This is an optimization exercise on Yosys and OpenROAD, whose aim is small area and a short achievable clock period, not a production implementation.
In this exercise RTL edits were held to simulation tests only and were not proved equivalent to the original.
Power and IR drop assume default switching activity.

===== flow/run.sh =====
#!/bin/bash
# The standard layout, with one change: the port buffers that buffer_ports
# inserts on every input and output are buf_4 cells rather than the delay-cell
# buffers it picks by default. Everything else (synthesis, floorplan, power
# grid, placement, CTS, routing) is standard.sh unchanged.
set -euo pipefail
export BUFFER_PORTS_ARGS="-buffer_cell sky130_fd_sc_hd__buf_4"
bash standard.sh finish > standard_finish.log 2>&1

===== standard.sh =====
#!/bin/bash
# synth_recipe.tcl (not shown) runs the flow's synth.tcl, then flattens the netlist and writes it again
# the make line also repeats each setting of config.mk as NAME=value (left out here)
make -C /OpenROAD-flow-scripts/flow DESIGN_CONFIG=/design/flow/config.mk WORK_HOME=/design/flow/orfs CLKGATE_MAP_FILE= SYNTH_SCRIPT=/design/flow/synth_recipe.tcl "${@:-finish}"

===== config.mk =====
export PLATFORM = sky130hd
export DESIGN_NAME = neander_mem_resp
export DESIGN_NICKNAME = neander_mem_resp
export VERILOG_FILES = /design/flow/design.v
export SDC_FILE = /design/flow/constraint.sdc
export NUM_CORES = 4
export LEC_CHECK = 0
export ABC_CLOCK_PERIOD_IN_PS = 1800
export CAP_MARGIN = 20
export CORE_MARGIN = 2
export CORE_UTILIZATION = 60
export CTS_CLUSTER_DIAMETER = 100
export CTS_CLUSTER_SIZE = 24
export SETUP_SLACK_MARGIN = 2.2
export SLEW_MARGIN = 20

===== constraint.sdc =====
create_clock -name core_clock -period 4.4 [get_ports {clock}]
set_input_delay 0.8800 -clock core_clock [delete_from_list [all_inputs] [get_ports {clock}]]
set_output_delay 0.8800 -clock core_clock [all_outputs]
set_load 0.01 [all_outputs]

===== design.v =====
`default_nettype none
module neander_mem_resp #(
    parameter int WAIT_CYCLES = 1,
    parameter int DATA_W      = 8
) (
    input  logic              clock,
    input  logic              RESET,
    input  logic [7:0]        endM,
    input  logic [DATA_W-1:0] dataIN,
    input  logic              read,
    input  logic              write,
    output logic [DATA_W-1:0] dataOUT,
    output logic              ready,
    input  logic              ld_we,
    input  logic [7:0]        ld_addr,
    input  logic [DATA_W-1:0] ld_data,
    output logic [DATA_W-1:0] io_out,
    output logic              ld_rdy
);
    localparam int NWORDS = 255;
    localparam int NGRP   = 16;           
    localparam int GW     = 256 / NGRP;   
    logic              r_idle, r_s1, r_s2, r_s3;
    logic [15:0]       r_hi;              
    logic [15:0]       r_lo [2];          
    logic              r_iohit;           
    logic [DATA_W-1:0] r_data;
    logic              r_op_wr;
    logic              r_ldrdy;           
    logic [15:0]       r_whi_n;           
    logic [15:0]       r_wlo_n;           
    logic [DATA_W-1:0] r_dout;
    logic [DATA_W-1:0] r_rd [NGRP];
    logic [DATA_W-1:0] r_io;
    logic [DATA_W-1:0] r_mem [NWORDS];
    logic              w_accept;
    logic              w_io_hit;
    logic [7:0]        w_addr;
    logic              w_ld_take;
    logic              w_cpu_wr;
    logic [DATA_W-1:0] w_grp [NGRP];
    logic [DATA_W-1:0] w_rd_word;
    assign w_accept = r_idle && !ld_we && (read || write);
    assign w_io_hit = r_iohit;
    assign w_addr   = ld_we ? ld_addr : endM;
    assign w_ld_take = r_idle && ld_we;
    assign w_cpu_wr  = r_s2 && r_op_wr;
    always_comb begin
        for (int g = 0; g < NGRP; g++) begin
            w_grp[g] = '0;
            for (int i = 0; i < GW; i++) begin
                if (g * GW + i < NWORDS) begin
                    w_grp[g] = w_grp[g] | ({DATA_W{r_lo[g / 8][i]}} & r_mem[g * GW + i]);
                end
            end
        end
    end
    always_comb begin
        w_rd_word = '0;
        for (int g = 0; g < NGRP; g++) begin
            if (r_hi[g * (16 / NGRP) +: (16 / NGRP)] != '0) begin
                w_rd_word = w_rd_word | r_rd[g];
            end
        end
    end
    always_ff @(posedge clock) begin
        for (int w = 0; w < NWORDS; w++) begin
            if (!(r_whi_n[w / 16] || r_wlo_n[w % 16])) begin
                r_mem[w] <= r_data;
            end
        end
    end
    always_ff @(posedge clock) begin
        if (r_idle) begin
            r_data  <= ld_we ? ld_data : dataIN;
            r_op_wr <= write;
        end
    end
    always_ff @(posedge clock) begin
        for (int g = 0; g < NGRP; g++) begin
            r_rd[g] <= w_grp[g];
        end
    end
    always_ff @(posedge clock) begin
        if (RESET) begin
            r_idle    <= 1'b1;
            r_s1      <= 1'b0;
            r_s2      <= 1'b0;
            r_s3      <= 1'b0;
            r_ldrdy   <= 1'b1;
            r_whi_n   <= '1;
            r_wlo_n   <= '1;
            r_hi      <= '0;
            r_lo[0]   <= '0;
            r_lo[1]   <= '0;
            r_iohit   <= 1'b0;
            r_dout    <= '0;
            r_io      <= '0;
        end else begin
            r_idle    <= (r_idle && !w_accept) || r_s3;
            r_s1      <= w_accept;
            r_s2      <= r_s1;
            r_s3      <= r_s2;
            r_ldrdy   <= !(w_accept || r_s1 || r_s2);
            for (int i = 0; i < 16; i++) begin
                r_whi_n[i] <= !((w_ld_take && (ld_addr[7:4] == 4'(i))) || (w_cpu_wr && r_hi[i]));
                r_wlo_n[i] <= !((w_ld_take && (ld_addr[3:0] == 4'(i))) ||
                                (w_cpu_wr && (r_lo[0][i] || r_lo[1][i])));
            end
            if (r_idle) begin
                for (int i = 0; i < 16; i++) begin
                    r_hi[i]    <= (w_addr[7:4] == 4'(i));
                    r_lo[0][i] <= !w_addr[7] && (w_addr[3:0] == 4'(i));
                    r_lo[1][i] <=  w_addr[7] && (w_addr[3:0] == 4'(i));
                end
                r_iohit <= (w_addr == 8'hFF);
            end
            if (r_s2) begin
                if (!r_op_wr) begin
                    r_dout <= w_io_hit ? r_io : w_rd_word;
                end else if (w_io_hit) begin
                    r_io <= r_data;
                end
            end
        end
    end
    assign dataOUT = r_dout;
    assign ready   = r_s3;
    assign ld_rdy  = r_ldrdy;
    assign io_out  = r_io;
endmodule
`default_nettype wire

==> notes.md, run 1 <==
Final Cycle Share 0.5020; total power 36.56 mW; Final TNS setup 0 ns; Worst R2R End r_mem[19][2]$_DFFE_PN_; Top FF cell, synth edfxtp_1; pre-CTS WS 1.953 ns; Least-Margin Pin Slew 1.265 ns; status no timing/DRC/antenna violations; Levels on crit path 1; startpoint types register; vias 45250; All-Layer GR Usage 0.3414; root cell of the clock tree clkbuf_16; register area share after synthesis 0.8181; Yosys warning total 5; slowest CP cell nor2_1; worst vdd ir 0.3528 mV; worst reg2reg setup slack 2.19 ns; Hold WC Path Type input pin to register; drt first pass iters 6; Final GP Congestion 0.9250; die area 0.1377 sq mm; first-pass GRT wire length 326300 um; CTS tree yes; area of the core 0.1336 sq mm; crit-path max FO 16; Layout area overhead 6.513%; Post-DRT Antenna Nets 0; commonest non-fill, non-tap cells in the layout 2049 x edfxtp_1, 496 x a22o_1, 494 x a221oi_1; CTS H-tree lvls 3; register bit total from synthesis 2279; Slew Limit Fails 0; initial antenna violation count 7; Die Wd 371.0 um; nets 4369; Final Routed Wirelength 236300 um; LEAKAGE 25.95 nW; Initial Utilization 0.6049; clock latency at the later pin of the worst-skew pair 0.77 ns; MaxCap Viol Count 0; final worst setup slack 2.191 ns; DRC Markers 0; Unique masters post-synth 52; global route total overflow 0; share of cells above drive strength 1 0.07647; number of synthesized flops with an enable pin 2049; synthesized area per cell 18.24 sq um; worst r2r src r_wlo_n[3]$_SDFF_PP1_; Post-Syn Instances 4432; cts hold-fix bufs 0; initial DRC count 7202; CTS sink count 2279; Crit Path Category register to register; Worst-path clk slew 0.09 ns; hpwl dp 132500 um; RSZ-0062 raised after global routing false; TritonCTS Buffers 104; crit path to r_mem[19][2]$_DFFE_PN_; endpoint type of the worst setup path register; WP data arrival 2.57 ns; num ports 55; crit-path cells nor2_1; slowest stage delay, CP 1.04 ns; Worst Path Required 4.76 ns; setup violation total in the final timing report 0; pin count of the biggest net entering global routing 201; Crit path max-delay family simple AND/OR/NAND/NOR gates; Final Critical Period 2.209 ns; routed length per placed instance 38.15 um; maximum clock frequency 0.4527 GHz; net count of the mapped netlist 4469; PD cells 424.6 mW/mm^2; hold depth 1; vias in the first global route 41800; Die H 371.0 um; post-synthesis cell area 0.08083 sq mm; DR vias/cell 7.305; Async SR Flop Fraction 0; Core Rows 134; Buf/Inv on CP 0; clk buf depth 3; Post-Route Skew 0.03760 ns; buffers added on ports 54; Slew headroom 0.1565; CP startpoint r_wlo_n[3]$_SDFF_PP1_; final hold violations 0; r2r worst-path depth 1; leading cell type in the layout, fill and taps excluded edfxtp_1
-- kinds of logic after synthesis --
kind of cell / after synthesis / share of synthesized area
DFF: 2279 / 0.8181
AOI/OAI and AO/OA: 1220 / 0.1286
buffers and inverters: 344 / 0.01758
muxes: 9 / 0.001238
and+or+nand+nor: 580 / 0.03447
-- synthesized netlist by cell type (3+ instances only) --
cell type / instances / share of area
buf_6: 4 / 0.00056
a21o_1: 9 / 0.00084
a221oi_1: 494 / 0.054
inv_1: 3 / 0.00014
or2_1: 3 / 0.00023
o21ai_0: 39 / 0.0024
nand3b_1: 10 / 0.00093
a222oi_1: 16 / 0.0020
nor2b_1: 7 / 0.00054
nand4_1: 136 / 0.011
clkbuf_1: 220 / 0.010
a211oi_1: 8 / 0.00074
and3_1: 12 / 0.00093
edfxtp_1: 2049 / 0.76
mux2_2: 8 / 0.0011
and2_1: 3 / 0.00023
a221o_1: 6 / 0.00074
nand2_1: 33 / 0.0015
nor3_1: 8 / 0.00050
dfxtp_1: 230 / 0.057
nand2b_1: 23 / 0.0018
a22oi_1: 93 / 0.0086
a22o_1: 496 / 0.054
buf_1: 45 / 0.0021
or2_2: 6 / 0.00046
a21oi_2: 3 / 0.00033
a32oi_1: 34 / 0.0037
or3b_1: 3 / 0.00033
a21oi_1: 11 / 0.00068
nor2_1: 311 / 0.014
nand3_1: 16 / 0.00099
buf_2: 67 / 0.0041
-- worst min-delay path by stage --
stage / from / end / slack, ns
3_5_place_dp: r_s1$_SDFF_PP0_ / r_s2$_SDFF_PP0_ / 0.45
3_3_place_gp: r_s3$_SDFF_PP0_ / r_idle$_SDFF_PP1_ / 0.45
6_report: write / r_op_wr$_DFFE_PP_ / 0.35
2_1_floorplan: r_s1$_SDFF_PP0_ / r_s2$_SDFF_PP0_ / 0.44
5_1_grt: write / r_op_wr$_DFFE_PP_ / 0.34
4_1_cts: write / r_op_wr$_DFFE_PP_ / 0.31
-- flip-flops by register name (all words and copies together), names as in the netlist, 8 cells and up --
register,flops
r_mem,2040
r_data,8
r_lo,32
r_wlo_n,16
r_hi,16
r_rd,128
r_whi_n,16
r_dout,8
r_io,8
-- power by group --
group,switching (mW),total (mW),internal [mW],leakage [nW]
Sequential,0.275,24.2,24.0,20.3
Combinational,0.938,1.19,0.255,4.21
Clock,6.51,11.1,4.60,1.42
Total,7.72,36.6,28.8,25.9
-- timing repair --
item	4_1_cts	5_1_grt
resized for setup	21	2
endpoints found under the setup margin	16	2
endpoints found under the hold margin	0	0
setup buffers	0	0
-- cell type report --
type / instances / area (sq um)
Antenna cell: 6 / 15.01
Clock buffer: 191 / 2972
Multi-Input combinational cell: 1809 / 13290
Timing Repair Buffer: 133 / 1275
Fill cell: 9252 / 47530
Inverter: 5 / 18.77
Tap cell: 1768 / 2212
Sequential cell: 2279 / 66280
Clock inverter: 3 / 33.78
-- through the flow --
| step | util | std cells | hold WS (ns) | cell area, sq um |
|---|---|---|---|---|
| 5_1_grt | 0.6442 | 6188 | 0.3406 | 86080 |
| 3_3_place_gp | 0.6209 | 5988 | 0.4460 | 82960 |
| 3_5_place_dp | 0.6211 | 5990 | 0.4521 | 82990 |
| 2_1_floorplan | - | 4432 | 0.4392 | 80830 |
| 4_1_cts | 0.6438 | 6184 | 0.3064 | 86030 |
| 6_report | 0.6443 | 6194 | 0.3480 | 86100 |
-- layer usage --
layer / GRT usage / up-vias / part of all wire
met5: 0 / - / 0.00024
met4: 0.1028 / 8 / 0.030
met3: 0.06741 / 368 / 0.11
met2: 0.5085 / 2786 / 0.45
met1: 0.5169 / 23800 / 0.41
li1: - / 18290 / -
==> run 2: changes to the inputs <==
--- a/config.mk
+++ b/config.mk
@@ -13,3 +13,3 @@
 export CTS_CLUSTER_SIZE = 24
-export SETUP_SLACK_MARGIN = 2.2
+export SETUP_SLACK_MARGIN = 2.3
 export SLEW_MARGIN = 20
==> run 2 against run 1 <==
  * Via count is 0.25% higher
  * Sequential power hardly changed
  * Clock skew hardly changed
  * Non-clock buffer count is 16 higher
  * Sequential share of layout area is 0.21 points lower
  * Sequential cell count stayed put
  * Cell count is 0.23% higher
  * Worst hold slack better by 0.0080 ns
  * Worst setup slack worse by 0.041 ns
  * Combinational power hardly changed
  * Global-route usage is 0.051 points higher
  * Fmax is 1.8% lower
  * Critical endpoint is now r_mem[158][7]$_DFFE_PN_
  * Highest routed layer unchanged
==> notes.md, run 2 <==
final hold violations 0 (unchanged); most common cell in the netlist edfxtp_1; status no timing/DRC/antenna violations; multi-input logic area 0.01331 sq mm (+0.15%); Final Routed Wirelength 237500 um (+0.50%); startpoint types register; All-Layer GR Usage 0.3419 (+0.0005059); crit-path cells nor2_1; PD cells 423.3 mW/mm^2 (-0.29%); num ports 55 (unchanged); synth cell count leaders 2049 x edfxtp_1, 496 x a22o_1, 494 x a221oi_1; hpwl dp 132500 um (unchanged); maximum clock frequency 0.4445 GHz (-1.8%); routed length per placed instance 38.26 um (+0.27%); Buf/Inv on CP 0 (unchanged); Final Critical Period 2.250 ns (+0.04119 ns); Final TNS setup 0 ns (unchanged); CTS H-tree lvls 3 (unchanged); endpoint type of the worst setup path register; Die H 371.0 um (unchanged); Yosys warning total 5 (unchanged); vias in the first global route 41850 (+0.10%); cts hold-fix bufs 0 (unchanged); area of the core 0.1336 sq mm (unchanged); Top FF cell, synth edfxtp_1; synthesized area per cell 18.24 sq um (unchanged); CTS tree yes; register area share after synthesis 0.8181 (unchanged); MaxCap Viol Count 0 (unchanged); Fillers 9241 (-0.12%); Least-Margin Pin Slew 1.330 ns (+0.06509 ns); Final Cycle Share 0.5114 (+0.009361); Worst-path clk slew 0.10 ns (about the same); Post-Route Skew 0.03741 ns (-0.0001877 ns); Yosys top cell area share 0.7612 (unchanged); total power 36.56 mW (about the same); max reg flops 2040 (unchanged); share of cells above drive strength 1 0.08206 (+0.005585); drt first pass iters 8 (+2); Post-Syn Instances 4432 (unchanged); flip-flop and latch area 0.06630 sq mm (about the same); Initial Utilization 0.6049 (unchanged); global route total overflow 0 (unchanged); first-pass GRT wire length 326900 um (+0.16%); setup violation total in the final timing report 0 (unchanged); RSZ-0062 raised after global routing true; Layout area overhead 6.846%; Async SR Flop Fraction 0 (unchanged); Final GP Congestion 0.9250 (unchanged); nets 4385 (+0.37%); commonest non-fill, non-tap cells in the layout 2049 x edfxtp_1, 496 x a22o_1, 494 x a221oi_1; Crit path max-delay family flip-flops; DRC Markers 0 (unchanged); root cell of the clock tree clkbuf_16; Post-DRT Antenna Nets 0 (unchanged); Die Wd 371.0 um (unchanged); Slew Limit Fails 0 (unchanged); pin count of the biggest net entering global routing 201 (unchanged); Biggest register r_mem; number of synthesized flops with an enable pin 2049 (unchanged); Yosys top cell by area edfxtp_1; Hold WC Path Type input pin to register; Hold Slack 0.3560 ns (+0.008014 ns); buffers added on ports 54 (unchanged); LEAKAGE 26.07 nW (+0.45%); DR vias/cell 7.307 (about the same); leading cell type in the layout, fill and taps excluded edfxtp_1; TritonCTS Buffers 104 (unchanged); worst reg2reg setup slack 2.15 ns (-0.04 ns); initial antenna violation count 7 (unchanged); worst vdd ir 0.3507 mV (-0.59%); vias 45360 (+0.25%); Worst Path Required 4.76 ns (about the same); Slew headroom 0.1131 (-0.04340); final worst setup slack 2.150 ns (-0.04119 ns); slowest stage delay, CP 1.23 ns (+0.19 ns); net count of the mapped netlist 4469 (unchanged); die area 0.1377 sq mm (unchanged); pre-CTS WS 1.953 ns (unchanged); clock latency at the later pin of the worst-skew pair 0.77 ns (about the same); clk buf depth 3 (unchanged); slowest CP cell dfxtp_2; register bit total from synthesis 2279 (unchanged); CTS sink count 2279 (unchanged); fin util 0.6463 (+0.002013); post-synthesis cell area 0.08083 sq mm (unchanged); top flop regs r_mem x2040, r_rd x128, r_lo x32; WP data arrival 2.61 ns (+0.04 ns); initial DRC count 7207 (+0.069%); synth top area cells edfxtp_1 76%, dfxtp_1 5.7%, a22o_1 5.4%; Core Rows 134 (unchanged); Crit Path Category register to register; Unique masters post-synth 52 (unchanged); crit-path max FO 17 (+1)
-- run 2: cell counts after synthesis --
Identical to the previous run, type by type.
-- run 2: worst paths after layout --
check / start / endpoint / depth (start not counted)
max: r_wlo_n[14]$_SDFF_PP1_ / r_mem[158][7]$_DFFE_PN_ / 1
min reg2reg: r_s3$_SDFF_PP0_ / r_idle$_SDFF_PP1_ / 1
min: write / r_op_wr$_DFFE_PP_ / 1
max reg2reg: r_wlo_n[14]$_SDFF_PP1_ / r_mem[158][7]$_DFFE_PN_ / 1
-- run 2: timing repair --
item	CTS	global route
cloned	0	0
setup buffers	15	1
setup endpoints to repair	80	52
resized for setup	58	7
-- run 2: cell type report --
type / instances / area share
multi-input combinational: 1809 / 0.1541
timing repair buffer: 149 / 0.01744
sequential: 2279 / 0.7677
tap: 1768 / 0.02561
inverter: 5 / 0.0002173
antenna: 4 / 0.0001159
clock buffer: 191 / 0.03441
clock inverter: 3 / 0.0003911
-- run 2: per-layer routing --
metal,vias to the layer above,global-route usage,part of all wire
met5,-,0,0.00024
met4,8,0.09997,0.029
met3,359,0.06765,0.12
met2,2831,0.5102,0.45
met1,23840,0.5179,0.40
li1,18330,-,-
-- run 2: kinds of logic after synthesis --
kind of cell    synth area share
flops                     0.8181
compound gates            0.1286
simple gates             0.03447
buf+inv                  0.01758
mux                     0.001238
-- run 2: where the power goes --
| part | internal (mW) | switching [mW] |
|---|---|---|
| combinational | 0.257 | 0.943 |
| clock | 4.60 | 6.52 |
| sequential | 24.0 | 0.273 |
| total | 28.8 | 7.73 |
-- run 2: through the flow --
stage,cells,instance area [sq um]
final,6208,86370
after global routing,6204,86360
after CTS,6199,86250
after detailed placement,5990,82990
after global placement,5988,82960
after floorplan,4432,80830
==> run 3: changes to the inputs <==
--- a/design.v
+++ b/design.v
@@ -20,4 +20,3 @@
     localparam int NWORDS = 255;
-    localparam int NGRP   = 16;           
-    localparam int GW     = 256 / NGRP;   
+    localparam int NGRP   = 8;            
     logic              r_idle, r_s1, r_s2, r_s3;
@@ -40,2 +39,3 @@
     logic              w_cpu_wr;
+    logic [DATA_W-1:0] w_row [16];
     logic [DATA_W-1:0] w_grp [NGRP];
@@ -50,6 +50,10 @@
             w_grp[g] = '0;
-            for (int i = 0; i < GW; i++) begin
-                if (g * GW + i < NWORDS) begin
-                    w_grp[g] = w_grp[g] | ({DATA_W{r_lo[g / 8][i]}} & r_mem[g * GW + i]);
+            for (int h = 2 * g; h < 2 * g + 2; h++) begin
+                w_row[h] = '0;
+                for (int i = 0; i < 16; i++) begin
+                    if (16 * h + i < NWORDS) begin
+                        w_row[h] = w_row[h] | ({DATA_W{r_lo[h / 8][i]}} & r_mem[16 * h + i]);
+                    end
                 end
+                w_grp[g] = w_grp[g] | ({DATA_W{r_hi[h]}} & w_row[h]);
             end
@@ -60,5 +64,3 @@
         for (int g = 0; g < NGRP; g++) begin
-            if (r_hi[g * (16 / NGRP) +: (16 / NGRP)] != '0) begin
-                w_rd_word = w_rd_word | r_rd[g];
-            end
+            w_rd_word = w_rd_word | r_rd[g];
         end
--- a/config.mk
+++ b/config.mk
@@ -13,3 +13,3 @@
 export CTS_CLUSTER_SIZE = 24
-export SETUP_SLACK_MARGIN = 2.3
+export SETUP_SLACK_MARGIN = 2.2
 export SLEW_MARGIN = 20
==> run 3 against run 2 <==
  * Critical endpoint is now r_rd[0][7]$_DFF_P_
  * Clock power is essentially flat
  * Area after synthesis shrank 1.1%
  * Critical path depth grew 4
  * Worst setup slack lost 0.0034 ns
  * Cell count shrank 1.1%
  * Worst hold slack lost 0.056 ns
  * Cell area shrank 1.3%
  * Clock-buffer cell count shrank 5
  * Register-to-register slack is essentially flat
  * Combinational power grew 6%
  * Sequential share of layout area shrank 0.54 points
  * Sequential power shrank 3%
  * Still clean
==> notes.md, run 3 <==
crit-path max FO 26 (+9); worst vdd ir 0.3350 mV (-4.5%); hpwl dp 129200 um (-2.5%); Initial Utilization 0.6064 (+0.001437); synthesized area per cell 18.28 sq um (+0.20%); synth cell count leaders 2049 x edfxtp_1, 556 x a22o_1, 482 x a221oi_1; area of the core 0.1318 sq mm (-1.4%); Slew headroom 0.1440 (+0.03089); RSZ-0062 raised after global routing false; routed length per placed instance 39.48 um (+3.2%); Post-Syn Instances 4373 (-1.3%); Worst Path Required 5.04 ns (+0.28 ns); num ports 55 (unchanged); vias in the first global route 42070 (+0.54%); buffers added on ports 54 (unchanged); pin count of the biggest net entering global routing 174 (-13%); CTS H-tree lvls 3 (unchanged); crit path to r_rd[0][7]$_DFF_P_; Yosys warning total 6 (+1); register bit total from synthesis 2215 (-2.8%); Final TNS setup 0 ns (unchanged); slowest stage delay, CP 0.55 ns (-0.68 ns); Die Wd 369.0 um (-0.56%); endpoint type of the worst setup path register; first-pass GRT wire length 328800 um (+0.60%); clk buf depth 3 (unchanged); register area share after synthesis 0.8115 (-0.006643); startpoint types register; net count of the mapped netlist 4410 (-1.3%); Least-Margin Pin Slew 1.284 ns (-0.04634 ns); DRC Markers 0 (unchanged); Core Rows 133 (-0.75%); Final GP Congestion 0.8406 (-9.1%); Worst-path clk slew 0.10 ns (about the same); TritonCTS Buffers 102 (-1.9%); setup violation total in the final timing report 0 (unchanged); Unique masters post-synth 49 (-5.8%); MaxCap Viol Count 0 (unchanged); final worst setup slack 2.147 ns (-0.003410 ns); Levels on crit path 5 (+4); Final Cycle Share 0.5121 (+0.0007750); Crit path max-delay family compound AO/OA/AOI/OAI gates; Buf/Inv on CP 1 (+1); max reg flops 2040 (unchanged); Crit Path Category register to register; top flop regs r_mem x2040, r_rd x64, r_lo x32; most common cell in the netlist edfxtp_1; DR vias/cell 7.381 (+1.0%); Layout area overhead 6.695%; Biggest register r_mem; worst r2r src r_lo[0][13]$_SDFFE_PP0P_; Yosys top cell by area edfxtp_1; Post-Route Skew 0.02075 ns (-0.01666 ns); LEAKAGE 25.72 nW (-1.3%); crit-path cells buf_4 -> a22o_1 -> a221oi_1 -> nand4_1 -> a22o_1; status no timing/DRC/antenna violations; post-synthesis cell area 0.07992 sq mm (-1.1%); Final Critical Period 2.253 ns (+0.003410 ns); drt first pass iters 7 (-1); clock latency at the later pin of the worst-skew pair 0.76 ns (about the same); final hold violations 0 (unchanged); PD cells 418.5 mW/mm^2 (-1.1%); initial antenna violation count 13 (+6); slowest CP cell dfxtp_4; die area 0.1361 sq mm (-1.1%); synth top area cells edfxtp_1 77%, a22o_1 6.1%, a221oi_1 5.3%; All-Layer GR Usage 0.3458 (+0.003919); Slew Limit Fails 0 (unchanged); commonest non-fill, non-tap cells in the layout 2049 x edfxtp_1, 556 x a22o_1, 467 x a221oi_1; nets 4331 (-1.2%); Async SR Flop Fraction 0 (unchanged); pre-CTS WS 1.788 ns (-0.1654 ns); global route total overflow 0 (unchanged); WP data arrival 2.90 ns (+0.29 ns); leading cell type in the layout, fill and taps excluded edfxtp_1; root cell of the clock tree clkbuf_16; r2r worst-path depth 5 (+4); initial DRC count 6758 (-6.2%); worst reg2reg setup slack 2.15 ns (about the same); vias 45310 (-0.11%); CTS tree yes; most frequent CP cell a22o_1; Worst R2R End r_rd[0][7]$_DFF_P_; number of synthesized flops with an enable pin 2049 (unchanged); CP startpoint r_lo[0][13]$_SDFFE_PP0P_; Top FF cell, synth edfxtp_1; Yosys top cell area share 0.7699 (+0.008735); Die H 369.0 um (-0.56%); maximum clock frequency 0.4438 GHz (-0.15%); Final Routed Wirelength 242300 um (+2.0%); share of cells above drive strength 1 0.08537 (+0.003313); CTS sink count 2215 (-2.8%); Hold WC Path Type input pin to register; Post-DRT Antenna Nets 0 (unchanged)
[run 3: kinds of logic after synthesis]
kind of cell / after synthesis / synth area share
AND/OR/NAND/NOR: 596 / 0.03524
AO/OA/AOI/OAI: 1207 / 0.1303
buffers and inverters: 346 / 0.02175
multiplexers: 9 / 0.001253
flip-flops: 2215 / 0.8115
[run 3: what timing repair did]
item                       CTS  global route
pin swaps                    1             2
setup buffers               11            10
hold buffers                 0             0
setup endpoints to repair   71            25
resized for setup           26             8
[run 3: metal layers]
| layer | vias to the layer above | routed length (um) | track usage |
|---|---|---|---|
| li1 | 18140 | - | - |
| met1 | 23800 | 92580 | 0.4961 |
| met2 | 2855 | 113200 | 0.5412 |
| met3 | 493 | 27340 | 0.07184 |
| met4 | 24 | 9063 | 0.1042 |
| met5 | - | 155 | 0 |
[run 3: metrics by stage]
step	cell area [sq um]	cells	util	total power, mW	hold WS [ns]
after floorplan	79920	4373	-	24.60	0.4392
after CTS	85010	6126	0.6450	35.65	0.2666
final	85270	6139	0.6470	35.69	0.3001
after global routing	85260	6136	0.6469	36.42	0.2744
after global placement	81670	5922	0.6197	25.09	0.4427
after detailed placement	81690	5924	0.6199	25.12	0.4486
[run 3: final cells by class]
cell class,instances,area (sq um)
antenna,3,7.507
clock buffer,186,2932
clock inverter,5,55.05
fill,9197,46530
inverter,9,33.78
multi-input combinational,1812,13440
sequential,2215,64990
tap,1755,2196
timing repair buffer,154,1607
[run 3: report_power, final]
part | internal (mW) | leakage [nW] | total (mW) | switching, mW
Clock | 4.56 | 1.42 | 11.0 | 6.43
Combinational | 0.263 | 4.53 | 1.27 | 1.00
Sequential | 23.3 | 19.8 | 23.4 | 0.138
[run 3: how the worst min path moves through the flow]
stage | from | end | slack [ns] | cells after the start
finish | write | r_op_wr$_DFFE_PP_ | 0.30 | 1
global route | write | r_op_wr$_DFFE_PP_ | 0.27 | 1
CTS | write | r_op_wr$_DFFE_PP_ | 0.27 | 1
detailed placement | r_dout[7]$_SDFFE_PP0P_ | r_dout[7]$_SDFFE_PP0P_ | 0.45 | 2
global placement | r_s1$_SDFF_PP0_ | r_s2$_SDFF_PP0_ | 0.44 | 1
floorplan | r_s1$_SDFF_PP0_ | r_s2$_SDFF_PP0_ | 0.44 | 1
==> run 4: changes to the inputs <==
--- a/design.v
+++ b/design.v
@@ -29,3 +29,3 @@
     logic [15:0]       r_whi_n;           
-    logic [15:0]       r_wlo_n;           
+    logic [15:0]       r_wlo_n [2];       
     logic [DATA_W-1:0] r_dout;
@@ -69,3 +69,3 @@
         for (int w = 0; w < NWORDS; w++) begin
-            if (!(r_whi_n[w / 16] || r_wlo_n[w % 16])) begin
+            if (!(r_whi_n[w / 16] || r_wlo_n[w / 128][w % 16])) begin
                 r_mem[w] <= r_data;
@@ -93,3 +93,4 @@
             r_whi_n   <= '1;
-            r_wlo_n   <= '1;
+            r_wlo_n[0] <= '1;
+            r_wlo_n[1] <= '1;
             r_hi      <= '0;
@@ -108,4 +109,6 @@
                 r_whi_n[i] <= !((w_ld_take && (ld_addr[7:4] == 4'(i))) || (w_cpu_wr && r_hi[i]));
-                r_wlo_n[i] <= !((w_ld_take && (ld_addr[3:0] == 4'(i))) ||
-                                (w_cpu_wr && (r_lo[0][i] || r_lo[1][i])));
+                r_wlo_n[0][i] <= !((w_ld_take && !ld_addr[7] && (ld_addr[3:0] == 4'(i))) ||
+                                   (w_cpu_wr && r_lo[0][i]));
+                r_wlo_n[1][i] <= !((w_ld_take &&  ld_addr[7] && (ld_addr[3:0] == 4'(i))) ||
+                                   (w_cpu_wr && r_lo[1][i]));
             end
--- a/config.mk
+++ b/config.mk
@@ -13,3 +13,3 @@
 export CTS_CLUSTER_SIZE = 24
-export SETUP_SLACK_MARGIN = 2.2
+export SETUP_SLACK_MARGIN = 2.3
 export SLEW_MARGIN = 20
==> run 4 against run 3 <==
  * First-iteration DRC count is 13% higher
  * Cell count increased by 2.0%
  * Sequential power is essentially flat
  * Register-to-register slack improved by 0.03 ns
  * Synthesized cell count increased by 1.4%
  * Combinational power is 9% higher
  * Power increased by 0.51%
  * Largest power group unchanged
  * Fmax grew 1.4%
  * Area after synthesis is 0.65% higher
  * Utilization grew 0.51 points
==> notes.md, run 4 <==
Crit Path Category register to register; RSZ-0062 raised after global routing true; first-pass GRT wire length 335800 um (+2.1%); Final Cycle Share 0.5049 (-0.007223); top flop regs r_mem x2040, r_rd x64; Core Rows 134 (+0.75%); Top FF cell, synth edfxtp_1; drt first pass iters 6 (-1); global route total overflow 0 (unchanged); Yosys top cell by area edfxtp_1; slowest stage delay, CP 1.21 ns (+0.66 ns); synth cell count leaders 2049 x edfxtp_1, 554 x a22o_1, 483 x a221oi_1; Buf/Inv on CP 0 (-1); setup violation total in the final timing report 0 (unchanged); Final Critical Period 2.222 ns (-0.03178 ns); post-synthesis cell area 0.08044 sq mm (+0.65%); crit-path cells nor2_1; nets 4437 (+2.4%); Final Routed Wirelength 247600 um (+2.2%); clock latency at the later pin of the worst-skew pair 0.75 ns (about the same); Worst Path Required 4.74 ns (-0.30 ns); slowest CP cell dfxtp_1; final hold violations 0 (unchanged); Crit path max-delay family flip-flops; TritonCTS Buffers 102 (unchanged); Biggest register r_mem; Final GP Congestion 0.8608 (+2.4%); DRC Markers 0 (unchanged); Least-Margin Pin Slew 1.312 ns (+0.02810 ns); Initial Utilization 0.6035 (-0.002901); Post-DRT Antenna Nets 0 (unchanged); worst r2r src r_wlo_n[1][14]$_SDFF_PP1_; CTS sink count 2231 (+0.72%); routed length per placed instance 39.55 um (+0.19%); net count of the mapped netlist 4472 (+1.4%); MaxCap Viol Count 0 (unchanged); vias 46230 (+2.0%); Slew Limit Fails 0 (unchanged); endpoint type of the worst setup path register; All-Layer GR Usage 0.3520 (+0.006198); max reg flops 2040 (unchanged); DR vias/cell 7.383 (about the same); num ports 55 (unchanged); WP data arrival 2.56 ns (-0.34 ns); number of synthesized flops with an enable pin 2049 (unchanged); CP startpoint r_wlo_n[1][14]$_SDFF_PP1_; Post-Syn Instances 4435 (+1.4%); status no timing/DRC/antenna violations; buffers added on ports 54 (unchanged); share of cells above drive strength 1 0.1008 (+0.01546); CTS tree yes; crit-path max FO 8 (-69%); Slew headroom 0.1241 (-0.01993); Yosys top cell area share 0.7649 (-0.004970); maximum clock frequency 0.4501 GHz (+1.4%); pin count of the biggest net entering global routing 177 (+1.7%); worst hold start write; Hold Slack 0.3587 ns (+0.05865 ns); CTS H-tree lvls 3 (unchanged); root cell of the clock tree clkbuf_16; hpwl dp 134300 um (+3.9%); initial DRC count 7619 (+13%); synth top area cells edfxtp_1 76%, a22o_1 6.0%, a221oi_1 5.3%; die area 0.1370 sq mm (+0.64%); clk buf depth 3 (unchanged); startpoint types register; Layout area overhead 8.061%; Hold WC Path Type input pin to register; register bit total from synthesis 2231 (+0.72%); initial antenna violation count 13 (unchanged); Unique masters post-synth 47 (-4.1%); Worst-path clk slew 0.10 ns (about the same); Final TNS setup 0 ns (unchanged); Async SR Flop Fraction 0 (unchanged); register area share after synthesis 0.8102 (-0.001256); Post-Route Skew 0.01960 ns (-0.001150 ns); LEAKAGE 26.36 nW (+2.5%); Yosys warning total 7 (+1); commonest non-fill, non-tap cells in the layout 2049 x edfxtp_1, 554 x a22o_1, 442 x a221oi_1; area of the core 0.1333 sq mm (+1.1%); Die H 370.1 um (+0.32%); PD cells 412.6 mW/mm^2 (-1.4%); vias in the first global route 42480 (+0.98%); leading cell type in the layout, fill and taps excluded edfxtp_1; synthesized area per cell 18.14 sq um (-0.76%); Die Wd 370.1 um (+0.32%); most common cell in the netlist edfxtp_1; worst vdd ir 0.3262 mV (-2.6%)
## run 4: cell count changes after synthesis, moves of 8 or more
cell / delta
a21o_1: +19
a22oi_1: +9
buf_1: +10
dfxtp_1: +16
nand2_1: +43
nand2b_1: -11
nor2_1: -8
o22ai_1: -9
or2_1: +8
## run 4: final timing paths
kind	to	slack, ns	cells after the start
worst max register to register	r_mem[190][0]$_DFFE_PN_	2.18	1
worst min register to register	r_dout[1]$_SDFFE_PP0P_	0.47	2
worst max-delay path	r_mem[190][0]$_DFFE_PN_	2.18	1
worst min-delay path	r_op_wr$_DFFE_PP_	0.36	1
## run 4: cell families (layout without fill, tap and decap cells)
kind of cell | count (synthesis) | after routing | synth area share
flip-flops | 2231 | 2231 | 0.8102
AO/OA/AOI/OAI | 1217 | 1217 | 0.1305
AND/OR/NAND/NOR | 628 | 628 | 0.03648
buffers and inverters | 348 | 396 | 0.02125
multiplexers | 11 | 11 | 0.001509
other | 0 | 10 | 0
## run 4: per-layer routing
metal  track usage  wire length, um
met1        0.5377            99840
met2        0.5070           108000
met3       0.09985            34020
met4       0.08216             5664
met5             0              107
## run 4: where the power goes
group	leakage [nW]	switching, mW	internal, mW
combinational	5.03	1.09	0.304
clock	1.40	6.40	4.54
sequential	19.9	0.0986	23.4
## run 4: metrics by stage
| step | std cells | power [mW] | setup WS, ns | util | instance area [sq um] |
|---|---|---|---|---|---|
| 6_report | 6261 | 35.87 | 2.178 | 0.6521 | 86920 |
| 2_1_floorplan | 4435 | 24.76 | 0.3499 | - | 80440 |
| 5_1_grt | 6251 | 36.65 | 2.179 | 0.6519 | 86890 |
| 3_5_place_dp | 5991 | 25.32 | 1.794 | 0.6172 | 82260 |
| 3_3_place_gp | 5989 | 25.28 | 1.797 | 0.6169 | 82230 |
| 4_1_cts | 6213 | 35.83 | 2.158 | 0.6462 | 86130 |
## run 4: final cells by class
class                      instances  area, sq um
sequential                      2231        65320
inverter                           6        25.02
tap                             1768         2212
clock buffer                     183         2920
timing repair buffer             203         2510
clock inverter                     4        35.03
multi-input combinational       1856        13870
antenna                           10        25.02
fill                            9162        46370
## run 4: repair_timing
action                     4_1_cts  5_1_grt
gates resized for setup         89       40
buffers inserted                35       36
hold buffers                     0        0
setup endpoints to repair      102      159
pin swaps                       14       17
==> run 5: changes to the inputs <==
--- a/design.v
+++ b/design.v
@@ -20,3 +20,4 @@
     localparam int NWORDS = 255;
-    localparam int NGRP   = 8;            
+    localparam int NGRP   = 16;           
+    localparam int GW     = 256 / NGRP;   
     logic              r_idle, r_s1, r_s2, r_s3;
@@ -39,3 +40,2 @@
     logic              w_cpu_wr;
-    logic [DATA_W-1:0] w_row [16];
     logic [DATA_W-1:0] w_grp [NGRP];
@@ -50,10 +50,6 @@
             w_grp[g] = '0;
-            for (int h = 2 * g; h < 2 * g + 2; h++) begin
-                w_row[h] = '0;
-                for (int i = 0; i < 16; i++) begin
-                    if (16 * h + i < NWORDS) begin
-                        w_row[h] = w_row[h] | ({DATA_W{r_lo[h / 8][i]}} & r_mem[16 * h + i]);
-                    end
+            for (int i = 0; i < GW; i++) begin
+                if (g * GW + i < NWORDS) begin
+                    w_grp[g] = w_grp[g] | ({DATA_W{r_lo[g / 8][i]}} & r_mem[g * GW + i]);
                 end
-                w_grp[g] = w_grp[g] | ({DATA_W{r_hi[h]}} & w_row[h]);
             end
@@ -64,3 +60,5 @@
         for (int g = 0; g < NGRP; g++) begin
-            w_rd_word = w_rd_word | r_rd[g];
+            if (r_hi[g * (16 / NGRP) +: (16 / NGRP)] != '0) begin
+                w_rd_word = w_rd_word | r_rd[g];
+            end
         end
--- a/config.mk
+++ b/config.mk
@@ -13,3 +13,3 @@
 export CTS_CLUSTER_SIZE = 24
-export SETUP_SLACK_MARGIN = 2.3
+export SETUP_SLACK_MARGIN = 2.25
 export SLEW_MARGIN = 20
==> run 5 against run 4 <==
  * Synthesized cell count up 0.81%
  * Cell area about the same
  * Critical path type is now register to output port
  * Sequential share of layout area grew 1.4 points
  * Fmax increased by 0.99%
  * Utilization decreased by 0.76 points
  * Largest power group unchanged
  * Sequential power is 4% higher
  * Via count is 0.85% lower
  * Still clean on timing, DRC and antenna
  * Non-clock buffer count down 47
  * Power up 3.1%
==> notes.md, run 5 <==
register bit total from synthesis 2295 (+2.9%); DRC Markers 0 (unchanged); Crit Path Category register to output port; largest family of logic cells by synthesized area compound AO/OA/AOI/OAI gates; Least-Margin Pin Slew 1.323 ns (+0.01041 ns); startpoint types register; first-pass GRT wire length 335800 um (about the same); leading cell type in the layout, fill and taps excluded edfxtp_1; Final Critical Period 2.200 ns (-0.02177 ns); hpwl dp 140900 um (+5.0%); Final Routed Wirelength 242400 um (-2.1%); Slew headroom 0.1183 (-0.005742); net count of the mapped netlist 4508 (+0.81%); register area share after synthesis 0.8172 (+0.006929); num ports 55 (unchanged); Hold WC Path Type input pin to register; Synth Area in Adders 0 (unchanged); setup violation total in the final timing report 0 (unchanged); most common cell in the netlist edfxtp_1; Layout area overhead 6.970%; status no timing/DRC/antenna violations; Top FF cell, synth edfxtp_1; top flop regs r_mem x2040, r_rd x128; GR Util met2 0.5213 (+0.01430); global routing usage on met1 0.5223 (-0.01545); buffers added on ports 54 (unchanged); Levels on crit path 1 (unchanged); CTS tree yes; Worst R2R End r_dout[0]$_SDFFE_PP0P_; DR vias/cell 7.312 (-0.97%); Die Wd 372.2 um (+0.54%); die area 0.1385 sq mm (+1.1%); cts hold-fix bufs 0 (unchanged); compound-cell area share of the yosys netlist 0.1285 (-0.002037); global route total overflow 0 (unchanged); Post-Route Skew 0.03168 ns (+0.01208 ns); worst r2r src r_hi[11]$_SDFFE_PP0P_; hold endpoint r_op_wr$_DFFE_PP_; Core Rows 135 (+0.75%); Crit path max-delay family flip-flops; WP data arrival 1.32 ns (-1.24 ns); final hold violations 0 (unchanged); Yosys top cell area share 0.7566 (-0.008333); pin count of the biggest net entering global routing 179 (+1.1%); Synth Area in Simple Gates 0.03571 (-0.0007666); root cell of the clock tree clkbuf_16; All-Layer GR Usage 0.3491 (-0.002920); Fillers 9371 (+2.3%); post-synthesis xor/xnor area fraction 0 (unchanged); initial antenna violation count 21 (+8); worst reg2reg setup slack 2.20 ns (+0.02 ns); Unique masters post-synth 49 (+4.3%); clock latency at the later pin of the worst-skew pair 0.77 ns (+0.02 ns); routed length per placed instance 38.67 um (-2.2%); LEAKAGE 26.26 nW (-0.35%); Buf/Inv on CP 1 (+1); crit-path max FO 3 (-5); Biggest register r_mem; crit-path cells buf_6; PD cells 424.9 mW/mm^2 (+3.0%); mux contribution to synthesized area 0.001631 (+0.0001220); Final TNS setup 0 ns (unchanged); clk buf depth 3 (unchanged); Yosys warning total 6 (-1); Die H 372.2 um (+0.54%); Slew Limit Fails 0 (unchanged); slowest stage delay, CP 0.43 ns (-0.78 ns); number of synthesized flops with an enable pin 2049 (unchanged); Most Crowded Layer GR met1; drt first pass iters 6 (unchanged); maximum clock frequency 0.4546 GHz (+0.99%); post-synthesis cell area 0.08132 sq mm (+1.1%); vias 45840 (-0.85%); area of the core 0.1350 sq mm (+1.3%); commonest non-fill, non-tap cells in the layout 2049 x edfxtp_1, 498 x a22o_1, 492 x a221oi_1; synth top area cells edfxtp_1 76%, dfxtp_1 6.1%, a221oi_1 5.4%; nets 4428 (-0.20%); Worst Path Required 3.52 ns (-1.22 ns); Final GP Congestion 0.9091 (+5.6%); CTS sink count 2295 (+2.9%); Worst-path clk slew 0.10 ns (about the same); TritonCTS Buffers 105 (+2.9%); initial DRC count 7210 (-5.4%); hold depth 1 (unchanged); CTS H-tree lvls 3 (unchanged); worst hold start write; MaxCap Viol Count 0 (unchanged); Post-DRT Antenna Nets 0 (unchanged); RSZ-0062 raised after global routing true; Async SR Flop Fraction 0 (unchanged); Initial Utilization 0.6026 (-0.0009051); Post-Syn Instances 4471 (+0.81%); worst vdd ir 0.3477 mV (+6.6%); Yosys top cell by area edfxtp_1; endpoint type of the worst setup path output port; Hold Slack 0.3936 ns (+0.03481 ns); vias in the first global route 42570 (+0.21%); slowest CP cell dfxtp_4; synthesized area per cell 18.19 sq um (+0.29%); r2r worst-path depth 3 (+2); synth cell count leaders 2049 x edfxtp_1, 500 x a221oi_1, 498 x a22o_1; Final Cycle Share 0.5000 (-0.004948); met3 GRT Util 0.07659 (-0.02325); share of cells above drive strength 1 0.08935 (-0.01148); max reg flops 2040 (unchanged)
## run 5: changes by cell type after synthesis, moves of 29 or more
cell	before	now
a22o_1	554	498
a22oi_1	62	117
buf_2	76	33
buf_6	35	3
clkbuf_1	156	227
dfxtp_1	182	246
nand2_1	78	28
or2_2	9	38
## run 5: worst max path at each step
stage,from,end,slack (ns)
2_1_floorplan,r_data[0]$_DFFE_PP_,r_mem[0][0]$_DFFE_PN_,0.35
3_3_place_gp,ld_we,r_lo[0][8]$_SDFFE_PP0P_,1.86
3_5_place_dp,ld_we,r_lo[0][5]$_SDFFE_PP0P_,1.85
4_1_cts,r_io[2]$_SDFFE_PP0P_,io_out[2],2.17
5_1_grt,r_io[0]$_SDFFE_PP0P_,io_out[0],2.19
6_report,r_io[2]$_SDFFE_PP0P_,io_out[2],2.20
## run 5: layer usage
| metal | up-vias | part of all wire |
|---|---|---|
| met5 | - | 0.00039 |
| met4 | 14 | 0.031 |
| met3 | 376 | 0.11 |
| met2 | 2754 | 0.45 |
| met1 | 24220 | 0.41 |
| li1 | 18480 | - |
## run 5: per-stage QoR
step                utilization  total power [mW]  std cells  instance area [sq um]  worst slack [ns]
finish                   0.6446             36.96       6269                  86990             2.200
global route             0.6444             37.77       6260                  86970             2.194
CTS                      0.6432             36.96       6247                  86800             2.168
detailed placement       0.6183             26.10       6039                  83450             1.849
global placement         0.6182             26.07       6038                  83430             1.855
floorplan                     -             25.46       4471                  81320            0.3499
## run 5: cells by family (layout without fill, tap and decap cells)
| logic type | after synthesis | count (layout) |
|---|---|---|
| other cells | 0 | 11 |
| compound gates | 1217 | 1217 |
| buf+inv | 348 | 354 |
| simple gates | 600 | 600 |
| flops | 2295 | 2295 |
| mux | 11 | 11 |
## run 5: power breakdown
part	total (mW)	internal [mW]	switching, mW	leakage [nW]
Clock	11.3	4.74	6.57	1.46
Combinational	1.25	0.276	0.975	4.35
Sequential	24.4	24.1	0.282	20.5
## run 5: what timing repair did
action                     CTS  global route
gates resized for setup     46            11
buffers inserted            15             8
pin swaps                    1             0
setup endpoints to repair   28            56
## run 5: cell type report
type / count / area (sq um) / share of cell area
timing repair buffer: 156 / 1454 / 0.01671
antenna: 11 / 27.53 / 0.0003164
clock buffer: 191 / 3057 / 0.03514
inverter: 5 / 18.77 / 0.0002157
tap: 1781 / 2228 / 0.02562
sequential: 2295 / 66600 / 0.7657
clock inverter: 2 / 27.53 / 0.0003164
multi-input combinational: 1828 / 13570 / 0.1560
==> run 6: changes to the inputs <==
--- a/config.mk
+++ b/config.mk
@@ -10,5 +10,6 @@
 export CORE_MARGIN = 2
-export CORE_UTILIZATION = 60
+export CORE_UTILIZATION = 68
 export CTS_CLUSTER_DIAMETER = 100
 export CTS_CLUSTER_SIZE = 24
+export PLACE_DENSITY = 0.7
 export SETUP_SLACK_MARGIN = 2.25
==> run 6 against run 5 <==
  * Critical path depth unchanged
  * Worst setup slack better by 0.014 ns
  * Non-clock buffer count shrank 23
  * Utilization up 8.7 points
  * Fmax up 0.63%
  * Synthesized cell count unchanged
  * Largest cell class unchanged
  * Still clean
  * Largest power group unchanged
  * Highest routed layer unchanged
  * Via count decreased by 0.62%
  * Clock skew increased by 0.0021 ns
  * Die area shrank 12%
==> notes.md, run 6 <==
status no timing/DRC/antenna violations; largest family of logic cells by synthesized area compound AO/OA/AOI/OAI gates; setup violation total in the final timing report 0 (unchanged); most common cell in the netlist edfxtp_1; vias 45550 (-0.62%); Async SR Flop Fraction 0 (unchanged); Final Cycle Share 0.4968 (-0.003141); startpoint types register; Hold Slack 0.4000 ns (+0.006410 ns); slowest CP cell nor2_1; Final Critical Period 2.186 ns (-0.01382 ns); TritonCTS Buffers 105 (unchanged); RSZ-0062 raised after global routing true; hold endpoint r_op_wr$_DFFE_PP_; global route total overflow 0 (unchanged); maximum clock frequency 0.4575 GHz (+0.63%); Post-Route Skew 0.03373 ns (+0.002051 ns); crit-path max FO 8 (+5); register area share after synthesis 0.8172 (unchanged); design area 0.08664 sq mm (-0.40%); CTS H-tree lvls 3 (unchanged); Yosys top cell area share 0.7566 (unchanged); initial DRC count 7967 (+10%); net count of the mapped netlist 4508 (unchanged); Hold WC Path Type input pin to register; Inst Count DP 5846 (-3.2%); worst reg2reg setup slack 2.21 ns (about the same); clock latency at the later pin of the worst-skew pair 0.75 ns (-0.02 ns); Die Wd 349.8 um (-6.0%); post-synthesis xor/xnor area fraction 0 (unchanged); mux contribution to synthesized area 0.001631 (unchanged); Core Rows 126 (-6.7%); Biggest register r_mem; Slew Limit Fails 0 (unchanged); CTS tree yes; crit-path cells nor2_1; fin util 0.7318 (+0.08726); Slew headroom 0.1771 (+0.05880); hpwl dp 129600 um (-8.1%); worst r2r src r_wlo_n[0][8]$_SDFF_PP1_; register bit total from synthesis 2295 (unchanged); Unique masters post-synth 49 (unchanged); buffers added on ports 54 (unchanged); DR vias/cell 7.511 (+2.7%); All-Layer GR Usage 0.3665 (+0.01739); Worst R2R End r_mem[56][4]$_DFFE_PN_; top flop regs r_mem x2040, r_rd x128; MaxCap Viol Count 0 (unchanged); Final GP Congestion 0.9123 (+0.35%); Initial Utilization 0.6869 (+0.08430); die area 0.1224 sq mm (-12%); Post-Syn Instances 4471 (unchanged); Final Routed Wirelength 224400 um (-7.4%); synth top area cells edfxtp_1 76%, dfxtp_1 6.1%, a221oi_1 5.4%; num ports 55 (unchanged); clk buf depth 3 (unchanged); PD cells 424.6 mW/mm^2 (about the same); Synth Area in Adders 0 (unchanged); first-pass GRT wire length 314800 um (-6.3%); Final TNS setup 0 ns (unchanged); Non-Filler Instances 6065 (-3.3%); slowest stage delay, CP 1.05 ns (+0.62 ns); pin count of the biggest net entering global routing 209 (+17%); compound-cell area share of the yosys netlist 0.1285 (unchanged); endpoint type of the worst setup path register; drt first pass iters 6 (unchanged); Die H 349.8 um (-6.0%); hold depth 1 (unchanged); Post-DRT Antenna Nets 0 (unchanged); nets 4405 (-0.52%); Worst Path Required 4.76 ns (+1.24 ns); Yosys top cell by area edfxtp_1; post-synthesis cell area 0.08132 sq mm (unchanged); vias in the first global route 41980 (-1.4%); Top FF cell, synth edfxtp_1; Buf/Inv on CP 0 (-1); area of the core 0.1184 sq mm (-12%); DP Area 0.08318 sq mm (-0.33%); Worst-path clk slew 0.09 ns (about the same); Least-Margin Pin Slew 1.233 ns (-0.08988 ns); LEAKAGE 26.16 nW (-0.39%); CTS sink count 2295 (unchanged); leading cell type in the layout, fill and taps excluded edfxtp_1; Crit path max-delay family simple AND/OR/NAND/NOR gates; synth cell count leaders 2049 x edfxtp_1, 500 x a221oi_1, 498 x a22o_1; commonest non-fill, non-tap cells in the layout 2049 x edfxtp_1, 498 x a22o_1, 496 x a221oi_1; final hold violations 0 (unchanged); Crit Path Category register to register; synthesized area per cell 18.19 sq um (unchanged); Layout area overhead 6.545%; Synth Area in Simple Gates 0.03571 (unchanged); DRC Markers 0 (unchanged); routed length per placed instance 37.00 um (-4.3%); root cell of the clock tree clkbuf_16; WP data arrival 2.54 ns (+1.22 ns); r2r worst-path depth 1 (-2); worst hold start write; initial antenna violation count 6 (-71%); worst vdd ir 0.3326 mV (-4.4%); max reg flops 2040 (unchanged); number of synthesized flops with an enable pin 2049 (unchanged); share of cells above drive strength 1 0.08298 (-0.006367); Yosys warning total 6 (unchanged)
run 6: per-layer routing:
layer	vias to the layer above	routed length [um]	track usage
met5	-	61	0
met1	23490	85090	0.5487
li1	18440	-	-
met4	10	7827	0.1056
met2	3191	102000	0.5507
met3	420	29490	0.08499
run 6: kinds of logic (layout without fill, tap and decap cells):
group                  count (synthesis)  after routing
multiplexers                          11             11
AO/OA/AOI/OAI                       1217           1217
AND/OR/NAND/NOR                      600            600
other                                  0              6
buffers and inverters                348            336
flip-flops                          2295           2295
run 6: power breakdown:
group          switching [mW]  internal (mW)
logic                   0.929          0.273
clock network            6.42           4.79
registers               0.269           24.1
run 6: how the worst max path moves through the flow:
stage / start / to / slack [ns] / cells after the start
after floorplan: r_data[0]$_DFFE_PP_ / r_mem[0][0]$_DFFE_PN_ / 0.35 / 0
after global placement: ld_we / r_lo[0][5]$_SDFFE_PP0P_ / 1.89 / 5
after detailed placement: ld_we / r_wlo_n[0][9]$_SDFF_PP1_ / 1.85 / 5
after CTS: r_ldrdy$_SDFF_PP1_ / ld_rdy / 2.17 / 1
after global routing: r_ldrdy$_SDFF_PP1_ / ld_rdy / 2.19 / 1
final: r_wlo_n[0][8]$_SDFF_PP1_ / r_mem[56][4]$_DFFE_PN_ / 2.21 / 1
run 6: timing repair:
action | CTS | global route
gates resized for setup | 54 | 10
endpoints found under the setup margin | 39 | 45
buffers inserted | 9 | 1
hold buffers | 0 | 0
run 6: cell type report:
class	count	area (sq um)
fillers	7058	31750
clock inverters	2	20.02
well taps	1600	2002
diodes	6	15.01
flip-flops and latches	2295	66620
repair buffers	133	1330
inverters	5	21.27
multi-input cells	1828	13540
clock buffers	196	3097
run 6: stage by stage:
step / total power, mW / setup WS, ns
detailed placement: 26.04 / 1.847
global route: 37.54 / 2.193
floorplan: 25.46 / 0.3499
global placement: 26.01 / 1.891
finish: 36.79 / 2.214
CTS: 36.75 / 2.167
==> run 7: changes to the inputs <==
--- a/config.mk
+++ b/config.mk
@@ -10,7 +10,6 @@
 export CORE_MARGIN = 2
-export CORE_UTILIZATION = 68
+export CORE_UTILIZATION = 60
 export CTS_CLUSTER_DIAMETER = 100
 export CTS_CLUSTER_SIZE = 24
-export PLACE_DENSITY = 0.7
-export SETUP_SLACK_MARGIN = 2.25
+export SETUP_SLACK_MARGIN = 2.35
 export SLEW_MARGIN = 20
==> run 7 against run 6 <==
  * Cell area grew 0.84%
  * Cell count grew 3.5%
  * Critical path type is now register to output port
  * Area after synthesis is the same
  * Clock power is essentially flat
  * Global-route usage shrank 1.1 points
  * Worst hold slack lost 0.011 ns
  * Clock skew grew 0.0017 ns
  * Still clean on timing, DRC and antenna
  * Die area grew 13%
  * Sequential cell count is the same
  * Highest routed layer unchanged
  * Critical path depth is the same
  * Non-clock buffer count grew 37
  * Fmax shrank 1.1%
==> notes.md, run 7 <==
status no timing/DRC/antenna violations; net count of the mapped netlist 4508 (unchanged); Yosys top cell area share 0.7566 (unchanged); post-synthesis cell area 0.08132 sq mm (unchanged); DRC Markers 0 (unchanged); fin util 0.6474 (-0.08440); Crit Path Category register to output port; worst hold start write; crit-path max FO 3 (-5); Worst Path Required 3.52 ns (-1.24 ns); crit-path cells buf_6; clock latency at the later pin of the worst-skew pair 0.77 ns (+0.02 ns); Slew Limit Fails 0 (unchanged); worst r2r src r_wlo_n[1][13]$_SDFF_PP1_; Post-Route Skew 0.03543 ns (+0.001698 ns); worst vdd ir 0.3483 mV (+4.7%); r2r worst-path depth 1 (unchanged); Fillers 9323 (+32%); WP data arrival 1.33 ns (-1.21 ns); area of the core 0.1350 sq mm (+14%); top flop regs r_mem x2040, r_rd x128; Final Routed Wirelength 248900 um (+11%); share of cells above drive strength 1 0.09864 (+0.01566); CTS tree yes; worst reg2reg setup slack 2.24 ns (+0.03 ns); DR vias/cell 7.354 (-2.1%); Buf/Inv on CP 1 (+1); global route total overflow 0 (unchanged); setup violation total in the final timing report 0 (unchanged); slowest CP cell dfxtp_4; leading cell type in the layout, fill and taps excluded edfxtp_1; PD cells 423.4 mW/mm^2 (-0.30%); initial antenna violation count 21 (+15); routed length per placed instance 39.65 um (+7.2%); register area share after synthesis 0.8172 (unchanged); root cell of the clock tree clkbuf_16; Final GP Congestion 0.9091 (-0.35%); final worst setup slack 2.190 ns (-0.02365 ns); clk buf depth 3 (unchanged); Top FF cell, synth edfxtp_1; Yosys warning total 6 (unchanged); Biggest register r_mem; startpoint types register; most common cell in the netlist edfxtp_1; cts hold-fix bufs 0 (unchanged); number of synthesized flops with an enable pin 2049 (unchanged); design area 0.08738 sq mm (+0.84%); Yosys top cell by area edfxtp_1; maximum clock frequency 0.4526 GHz (-1.1%); register bit total from synthesis 2295 (unchanged); total power 36.99 mW (+0.54%); Slew headroom 0.1375 (-0.03960); Core Rows 135 (+7.1%); Final Cycle Share 0.5022 (+0.005375); initial DRC count 7578 (-4.9%); drt first pass iters 8 (+2); Final TNS setup 0 ns (unchanged); Post-Syn Instances 4471 (unchanged); All-Layer GR Usage 0.3555 (-0.01101); max reg flops 2040 (unchanged); RSZ-0062 raised after global routing true; synth top area cells edfxtp_1 76%, dfxtp_1 6.1%, a221oi_1 5.4%; die area 0.1385 sq mm (+13%); endpoint type of the worst setup path output port; Worst-path clk slew 0.10 ns (about the same); vias 46170 (+1.3%); Initial Utilization 0.6026 (-0.08430); Crit path max-delay family flip-flops; Post-DRT Antenna Nets 0 (unchanged); LEAKAGE 26.40 nW (+0.91%); Least-Margin Pin Slew 1.292 ns (+0.05933 ns); Die Wd 372.2 um (+6.4%); Final Critical Period 2.210 ns (+0.02365 ns); slowest stage delay, CP 0.43 ns (-0.62 ns); commonest non-fill, non-tap cells in the layout 2049 x edfxtp_1, 498 x a22o_1, 485 x a221oi_1; TritonCTS Buffers 105 (unchanged); hold endpoint r_op_wr$_DFFE_PP_; Async SR Flop Fraction 0 (unchanged); synthesized area per cell 18.19 sq um (unchanged); pin count of the biggest net entering global routing 179 (-14%); final hold violations 0 (unchanged); CTS H-tree lvls 3 (unchanged); Worst R2R End r_mem[189][3]$_DFFE_PN_; vias in the first global route 42690 (+1.7%); nets 4442 (+0.84%); pre-CTS WS 1.849 ns (+0.002600 ns); Die H 372.2 um (+6.4%); num ports 55 (unchanged); MaxCap Viol Count 0 (unchanged); first-pass GRT wire length 340600 um (+8.2%); hpwl dp 140900 um (+8.8%); Hold WC Path Type input pin to register; Layout area overhead 7.445%; buffers added on ports 54 (unchanged); synth cell count leaders 2049 x edfxtp_1, 500 x a221oi_1, 498 x a22o_1; DP Area 0.08345 sq mm (+0.33%); CTS sink count 2295 (unchanged); Unique masters post-synth 49 (unchanged); hold depth 1 (unchanged)
[run 7: cell counts after synthesis]
No cell type changed its count.
[run 7: worst max-delay path by stage]
stage                               from                      end  slack [ns]  cells after the start
floorplan            r_data[0]$_DFFE_PP_    r_mem[0][0]$_DFFE_PN_        0.35                      0
global placement                   ld_we  r_lo[0][8]$_SDFFE_PP0P_        1.86                      5
detailed placement                 ld_we  r_lo[0][5]$_SDFFE_PP0P_        1.85                      5
CTS                 r_io[2]$_SDFFE_PP0P_                io_out[2]        2.17                      1
global route        r_io[0]$_SDFFE_PP0P_                io_out[0]        2.19                      1
finish              r_io[0]$_SDFFE_PP0P_                io_out[0]        2.19                      1
[run 7: cell families (layout without fill, tap and decap cells)]
kind of cell / count (synthesis) / after routing / synth area share
simple gates: 600 / 600 / 0.03571
compound gates: 1217 / 1217 / 0.1285
flops: 2295 / 2295 / 0.8172
other cells: 0 / 6 / 0
mux: 11 / 11 / 0.001631
buf+inv: 348 / 368 / 0.01700
[run 7: final cells by class]
cell class,count,area [sq um],area share
sequential,2295,66610,0.7623
multi-input combinational,1828,13670,0.1564
clock buffer,191,3057,0.03498
tap,1781,2228,0.02550
timing repair buffer,170,1749,0.02002
clock inverter,2,27.53,0.0003150
inverter,5,21.27,0.0002434
antenna,6,15.01,0.0001718
[run 7: stage by stage]
step	cells	hold slack [ns]
final	6278	0.3888
after global routing	6275	0.3689
after CTS	6259	0.3387
after detailed placement	6039	0.4593
after global placement	6038	0.4427
after floorplan	4471	0.4392
[run 7: repair_timing]
action	CTS	global route
pin swaps	4	2
endpoints found under the setup margin	119	185
gates resized for setup	60	33
buffers inserted	27	11
[run 7: power breakdown]
group          switching [mW]  leakage [nW]  total (mW)  internal (mW)
Sequential              0.266          20.5        24.4           24.1
Clock                    6.58          1.46        11.3           4.74
Combinational            1.00          4.48        1.28          0.283
Total                    7.85          26.4        37.0           29.1
[run 7: metal layers]
layer	vias up	global-route usage	routed length [um]
met5	-	0	189
met4	18	0.1091	8046
met3	411	0.07951	30760
met2	3034	0.5268	111800
met1	24200	0.5326	98140
li1	18510	-	-
==> run 8: changes to the inputs <==
--- a/config.mk
+++ b/config.mk
@@ -13,3 +13,3 @@
 export CTS_CLUSTER_SIZE = 24
-export SETUP_SLACK_MARGIN = 2.35
+export SETUP_SLACK_MARGIN = 2.45
 export SLEW_MARGIN = 20
==> run 8 against run 7 <==
  * Cell area grew 0.66%
  * Highest routed layer unchanged
  * Sequential share of layout area decreased by 0.49 points
  * Sequential power hardly changed
  * Still clean on timing, DRC and antenna
  * Die area stayed put
  * Register-to-register slack improved by 0.07 ns
==> notes.md, run 8 <==
status no timing/DRC/antenna violations; Worst Path Required 3.52 ns (about the same); Yosys warning total 6 (unchanged); Biggest register r_mem; worst reg2reg setup slack 2.31 ns (+0.07 ns); Post-DRT Antenna Nets 0 (unchanged); CTS tree yes; slowest CP cell dfxtp_4; r2r worst-path depth 1 (unchanged); TritonCTS Buffers 105 (unchanged); CTS sink count 2295 (unchanged); Initial Utilization 0.6026 (unchanged); leading cell type in the layout, fill and taps excluded edfxtp_1; Die Wd 372.2 um (unchanged); maximum clock frequency 0.4500 GHz (-0.56%); worst vdd ir 0.3479 mV (-0.13%); synth top area cells edfxtp_1 76%, dfxtp_1 6.1%, a221oi_1 5.4%; Buf/Inv on CP 1 (unchanged); hold endpoint r_op_wr$_DFFE_PP_; number of synthesized flops with an enable pin 2049 (unchanged); CP startpoint r_io[2]$_SDFFE_PP0P_; Final TNS setup 0 ns (unchanged); endpoint type of the worst setup path output port; pin count of the biggest net entering global routing 179 (unchanged); clock latency at the later pin of the worst-skew pair 0.77 ns (about the same); clk buf depth 3 (unchanged); Hold WC Path Type input pin to register; die area 0.1385 sq mm (unchanged); Inst Count DP 6039 (unchanged); multi-input logic area 0.01398 sq mm (+2.3%); nets 4454 (+0.27%); flip-flop and latch area 0.06662 sq mm (about the same); startpoint types register; register bit total from synthesis 2295 (unchanged); root cell of the clock tree clkbuf_16; hold depth 1 (unchanged); Yosys top cell area share 0.7566 (unchanged); Async SR Flop Fraction 0 (unchanged); vias in the first global route 42870 (+0.42%); Post-Syn Instances 4471 (unchanged); routed length per placed instance 40.44 um (+2.0%); vias 46520 (+0.77%); buffers added on ports 54 (unchanged); Unique masters post-synth 49 (unchanged); most common cell in the netlist edfxtp_1; Top FF cell, synth edfxtp_1; first-pass GRT wire length 346300 um (+1.7%); fin util 0.6517 (+0.004274); area of the core 0.1350 sq mm (unchanged); final worst setup slack 2.178 ns (-0.01245 ns); commonest non-fill, non-tap cells in the layout 2049 x edfxtp_1, 498 x a22o_1, 472 x a221oi_1; Slew headroom 0.1478 (+0.01026); worst r2r src r_wlo_n[1][4]$_SDFF_PP1_; post-synthesis cell area 0.08132 sq mm (unchanged); Final Critical Period 2.222 ns (+0.01245 ns); LEAKAGE 26.53 nW (+0.50%); Crit Path Category register to output port; Crit path max-delay family flip-flops; WP data arrival 1.34 ns (about the same); Hold Slack 0.3815 ns (-0.007298 ns); Final GP Congestion 0.9091 (unchanged); CTS H-tree lvls 3 (unchanged); pre-CTS WS 1.849 ns (unchanged); DP Area 0.08345 sq mm (unchanged); hpwl dp 140900 um (unchanged); net count of the mapped netlist 4508 (unchanged); setup violation total in the final timing report 0 (unchanged); Final Routed Wirelength 254400 um (+2.2%); initial DRC count 7519 (-0.78%); synthesized area per cell 18.19 sq um (unchanged); register area share after synthesis 0.8172 (unchanged); final hold violations 0 (unchanged); share of cells above drive strength 1 0.1250 (+0.02639); Yosys top cell by area edfxtp_1; design area 0.08795 sq mm (+0.66%); initial antenna violation count 18 (-14%); num ports 55 (unchanged); PD cells 421.1 mW/mm^2 (-0.54%); Worst-path clk slew 0.10 ns (about the same); drt first pass iters 8 (unchanged); crit-path cells buf_6; synth cell count leaders 2049 x edfxtp_1, 500 x a221oi_1, 498 x a22o_1; Slew Limit Fails 0 (unchanged); Non-Filler Instances 6291 (+0.21%); DRC Markers 0 (unchanged); DR vias/cell 7.395 (+0.56%); cts hold-fix bufs 0 (unchanged); Least-Margin Pin Slew 1.277 ns (-0.01537 ns); Post-Route Skew 0.03342 ns (-0.002007 ns); crit-path max FO 3 (unchanged); RSZ-0062 raised after global routing true; MaxCap Viol Count 0 (unchanged); global route total overflow 0 (unchanged); max reg flops 2040 (unchanged); Die H 372.2 um (unchanged); All-Layer GR Usage 0.3633 (+0.007884); total power 37.04 mW (+0.12%); Worst R2R End r_mem[196][0]$_DFFE_PN_; Fillers 9267 (-0.60%); top flop regs r_mem x2040, r_rd x128; slowest stage delay, CP 0.44 ns (about the same); worst hold start write; Core Rows 135 (unchanged); Layout area overhead 8.154%; Final Cycle Share 0.5050 (+0.002830)
[run 8: cell count changes in the layout (fill, tap and decap cells not counted), sizes merged]
cell and delta:
buf +12, diode +1
[run 8: report_power, final]
part | internal (mW) | switching, mW
Combinational | 0.287 | 1.03
Sequential | 24.1 | 0.261
Clock | 4.74 | 6.60
[run 8: worst max path at each step]
stage | to | slack, ns | depth (start not counted)
after floorplan | r_mem[0][0]$_DFFE_PN_ | 0.35 | 0
after global placement | r_lo[0][8]$_SDFFE_PP0P_ | 1.86 | 5
after detailed placement | r_lo[0][5]$_SDFFE_PP0P_ | 1.85 | 5
after CTS | io_out[0] | 2.18 | 1
after global routing | io_out[0] | 2.19 | 1
final | io_out[2] | 2.18 | 1
[run 8: cell families after synthesis]
logic type | share of synthesized area
compound gates | 0.1285
mux | 0.001631
flops | 0.8172
simple gates | 0.03571
buf+inv | 0.01700
[run 8: final cells by class]
class | count | area share
Sequential cell | 2295 | 0.7574
Clock inverter | 2 | 0.0003130
Multi-Input combinational cell | 1828 | 0.1590
Timing Repair Buffer | 182 | 0.02276
Antenna cell | 7 | 0.0001992
Inverter | 5 | 0.0002418
Clock buffer | 191 | 0.03475
Tap cell | 1781 | 0.02534
[run 8: repair_timing]
item,4_1_cts,5_1_grt
resized for setup,131,81
endpoints found under the setup margin,813,464
buffers inserted,44,8
pin swaps,5,4
[run 8: layer usage]
metal  routed length, um  vias up  track usage
met5                 296        -            0
li1                    -    18550            -
met2              113800     2967       0.5353
met1              100200    24560       0.5442
met3               31390      430      0.08568
met4                8691       22       0.1120

static timing again, ports no longer ideal:
No port has a modelled driver above. Below, the same layouts with a new extraction and two added sets of constraints.
Step 1 assumes that a clkbuf_16 drives the clock port and a buf_2 every other input.
Step 2 times the ports against the registers' clock, not the clock port: input delays grow and output delays shrink by t, the midpoint of the rising clock arrivals with the driver on.
Slacks: ideal / step 1 / step 2; pairs: ideal / step 1.
| run | t (ns) | setup WS [ns] | hold WS [ns] |
|---|---|---|---|
| run 1 | 0.841 | 2.191 / 2.141 / 1.889 | 0.348 / 0.298 / 0.443 |
| run 2 | 0.835 | 2.150 / 2.150 / 1.875 | 0.356 / 0.307 / 0.441 |
| run 3 | 0.839 | 2.147 / 2.142 / 1.497 | 0.300 / 0.361 / 0.466 |
| run 4 | 0.825 | 2.178 / 2.129 / 1.689 | 0.359 / 0.342 / 0.465 |
| run 5 | 0.826 | 2.200 / 2.126 / 1.651 | 0.394 / 0.363 / 0.478 |
| run 6 | 0.809 | 2.214 / 2.144 / 1.699 | 0.400 / 0.348 / 0.468 |
| run 7 | 0.827 | 2.190 / 2.116 / 1.680 | 0.389 / 0.357 / 0.475 |
| run 8 | 0.837 | 2.178 / 2.095 / 1.669 | 0.381 / 0.342 / 0.478 |
After both steps setup and hold are still met in every run listed. For run 3, which loses most, drivers alone change the setup slack by -0.005 ns; drivers and shift together by -0.650 ns.
